Background: an optimization exercise with open tools, aiming at small area, a short achievable clock period and few clock cycles per item. Do not read the settings as production practice. Function was checked by simulation only, so behaviour that the tests miss may differ from the original.

Setup of old:
==> flow/design.v (excerpt) <==
module velocity_reflector #(
  parameter int unsigned WIDTH      = billiard_fx_pkg::WIDTH,
  parameter int unsigned FRAC_WIDTH = billiard_fx_pkg::FRAC_WIDTH
) (
  input  logic             clk,
  input  logic             rst_n,
  input  logic             in_valid,
  output logic             in_ready,
  input  logic [WIDTH-1:0] vx,
  input  logic [WIDTH-1:0] vy,
  input  logic [WIDTH-1:0] nx,
  input  logic [WIDTH-1:0] ny,
  output logic             out_valid,
  input  logic             out_ready,
  output logic [WIDTH-1:0] vx_out,
  output logic [WIDTH-1:0] vy_out,
  output logic             out_reflected,
  output logic             out_sat
);
export LEC_CHECK = 0
export ABC_AREA = 1
export CAP_MARGIN = 20
export CORE_MARGIN = 2
export CORE_UTILIZATION = 40
export PLACE_DENSITY = 0.6
export SLEW_MARGIN = 20
create_clock -name core_clock -period 16.0 [get_ports {clk}]
standard.sh (not shown) runs the stock make flow with config.mk's settings and CLKGATE_MAP_FILE= SYNTH_SCRIPT=/design/flow/synth_recipe.tcl, a recipe that flattens the netlist after the stock synthesis.
==> flow/flow/run.sh <==
#!/bin/bash
set -euo pipefail
MARGIN=$(cat flow/margin.txt)
bash standard.sh SETUP_SLACK_MARGIN=$MARGIN finish > standard_flow.log 2>&1
==> flow/flow/margin.txt <==
6
old finished end to end and its layout was clean on timing, DRC and antenna.
Testbench counts of old, summed over its fixed seeds: cycles 3,684, items 2,400.
Input-level comparison between new and old:
# old
export LEC_CHECK = 0
export ABC_AREA = 1
export CAP_MARGIN = 20
export CORE_MARGIN = 2
export CORE_UTILIZATION = 40
export PLACE_DENSITY = 0.6
export SLEW_MARGIN = 20
create_clock -name core_clock -period 16.0 [get_ports {clk}]
# new
export LEC_CHECK = 0
export ABC_AREA = 1
export CAP_MARGIN = 20
export CORE_MARGIN = 2
export CORE_UTILIZATION = 40
export PLACE_DENSITY = 0.6
export SETUP_SLACK_MARGIN = 5
export SLEW_MARGIN = 20
create_clock -name core_clock -period 16.0 [get_ports {clk}]
==> flow/run.sh (new file) <==
#!/bin/bash
# synth_recipe.tcl (not shown) runs the flow's synth.tcl, then flattens the netlist and writes it again
# the make line also repeats each setting of config.mk as NAME=value (left out here)
make -C /OpenROAD-flow-scripts/flow DESIGN_CONFIG=/design/flow/config.mk WORK_HOME=/design/flow/orfs CLKGATE_MAP_FILE= SYNTH_SCRIPT=/design/flow/synth_recipe.tcl finish
removed: flow/flow/run.sh
removed: flow/flow/margin.txt
removed: flow/standard.sh
[summary]
Non-clock buffer count came out lower on new than on old. Worst setup slack: new lower than old. Against old, clock-buffer cell count in new rose by a few percent. Relative to old, worst slew slack as a fraction of its limit has increased by 2.4 points in new. Post-route fraction of the period consumed by the critical path: higher on new. Instance area after placement essentially unchanged between new and old. [compare] base=old new=new: register fraction of the total cell area up 0.93 points, routed length on met1 fell about 3.5%, distinct cell type count of the synthesized netlist essentially unchanged.

---

velocity_reflector again, from the RTL that the note above started with.
## velocity_reflector
module velocity_reflector #(
  parameter int unsigned WIDTH      = billiard_fx_pkg::WIDTH,
  parameter int unsigned FRAC_WIDTH = billiard_fx_pkg::FRAC_WIDTH
) (
  input  logic             clk,
  input  logic             rst_n,
  input  logic             in_valid,
  output logic             in_ready,
  input  logic [WIDTH-1:0] vx,
  input  logic [WIDTH-1:0] vy,
  input  logic [WIDTH-1:0] nx,
  input  logic [WIDTH-1:0] ny,
  output logic             out_valid,
  input  logic             out_ready,
  output logic [WIDTH-1:0] vx_out,
  output logic [WIDTH-1:0] vy_out,
  output logic             out_reflected,
  output logic             out_sat
);
Settings: LEC_CHECK=0, ABC_AREA=1, CAP_MARGIN=0, CORE_MARGIN=2, CORE_UTILIZATION=40, PLACE_DENSITY=0.6, SETUP_SLACK_MARGIN=5, SLEW_MARGIN=0; clock period 16.0 ns.
run.sh (not shown) runs the stock make flow with config.mk's settings and CLKGATE_MAP_FILE= SYNTH_SCRIPT=/design/flow/synth_recipe.tcl, a recipe that flattens the netlist after the stock synthesis.
Stock flow here: none of the scripts above is used.
The starting point produced a clean layout.
Testbench counts at the start, summed over its fixed seeds: cycles 3,684, items 2,400.
Next try:
==> flow/flow/run.sh (new file) <==
#!/bin/bash
set -euo pipefail
MARGIN=$(cat flow/margin.txt)
bash standard.sh SETUP_SLACK_MARGIN=$MARGIN finish > standard_flow.log 2>&1
==> flow/flow/margin.txt (new file) <==
8
==> flow/standard.sh (new file) <==
#!/bin/bash
# synth_recipe.tcl (not shown) runs the flow's synth.tcl, then flattens the netlist and writes it again
# the make line also repeats each setting of config.mk as NAME=value (left out here)
make -C /OpenROAD-flow-scripts/flow DESIGN_CONFIG=/design/flow/config.mk WORK_HOME=/design/flow/orfs CLKGATE_MAP_FILE= SYNTH_SCRIPT=/design/flow/synth_recipe.tcl "${@:-finish}"
Settings changed: CAP_MARGIN 0 to 20, SETUP_SLACK_MARGIN 5 to default, SLEW_MARGIN 0 to 20.
removed: flow/run.sh
Outcome:
- clock-buffer cell count came out higher by 9
- worst setup slack improved by 0.64 ns
- area after synthesis is unchanged

---

velocity_reflector again, from the RTL that the note above started with.
Design velocity_reflector, start of the top module:
module velocity_reflector #(
  parameter int unsigned WIDTH      = billiard_fx_pkg::WIDTH,
  parameter int unsigned FRAC_WIDTH = billiard_fx_pkg::FRAC_WIDTH
) (
  input  logic             clk,
  input  logic             rst_n,
  input  logic             in_valid,
  output logic             in_ready,
  input  logic [WIDTH-1:0] vx,
  input  logic [WIDTH-1:0] vy,
  input  logic [WIDTH-1:0] nx,
  input  logic [WIDTH-1:0] ny,
  output logic             out_valid,
  input  logic             out_ready,
  output logic [WIDTH-1:0] vx_out,
  output logic [WIDTH-1:0] vy_out,
  output logic             out_reflected,
  output logic             out_sat
);
clock: 16.0 ns
lec_check: 0
abc_area: 1
cap_margin: 20
core_margin: 2
core_utilization: 60
place_density: 0.75
setup_slack_margin: 5
slew_margin: 20
Stock flow here: none of the scripts above is used.
Testbench counts at the start, summed over its fixed seeds: cycles 3,684, items 2,400.
Next try:
Settings changed: CORE_UTILIZATION 60 to 40, PLACE_DENSITY 0.75 to 0.6, SETUP_SLACK_MARGIN 5 to 4.
Setup slack is worse by 0.81 ns. Via count falls by 3.9%.

==> static timing again, ports no longer ideal <==
In the flow no input, the clock included, has a driving cell. The finished layouts below were timed again as built, in two steps. Step 1 sets driving cells, clkbuf_16 on the clock port and buf_2 on the other inputs (assumed; they add their load-dependent delay and slew). Step 2 also shifts input and output timing later by t, the mid clock arrival at the registers, as if the neighbouring blocks saw the same clock. Slacks: ideal / step 1 / step 2; pairs: ideal / step 1.
| run | shift t [ns] | setup slack, ns | worst setup path after step 2 | latest minus earliest clock arrival (ns) | slew at the worst register clock pin (ns) |
|---|---|---|---|---|---|
| old | 0.671 | 6.166 / 6.166 / 6.166 | register to register | 0.056 / 0.055 | 0.07 / 0.07 |
| new | 0.680 | 5.319 / 5.319 / 5.319 | register to register | 0.031 / 0.031 | 0.07 / 0.07 |
| the first run of note 2 | 0.685 | 5.359 / 5.359 / 5.359 | register to register | 0.040 / 0.040 | 0.07 / 0.07 |
| the second run of note 2 | 0.727 | 5.997 / 5.997 / 5.997 | register to register | 0.103 / 0.102 | 0.08 / 0.08 |
| the first run of note 3 | 0.679 | 5.336 / 5.336 / 5.336 | register to register | 0.073 / 0.073 | 0.07 / 0.07 |
| the second run of note 3 | 0.681 | 4.523 / 4.523 / 4.523 | register to register | 0.049 / 0.049 | 0.08 / 0.08 |
After both steps setup and hold are still met in every run listed.
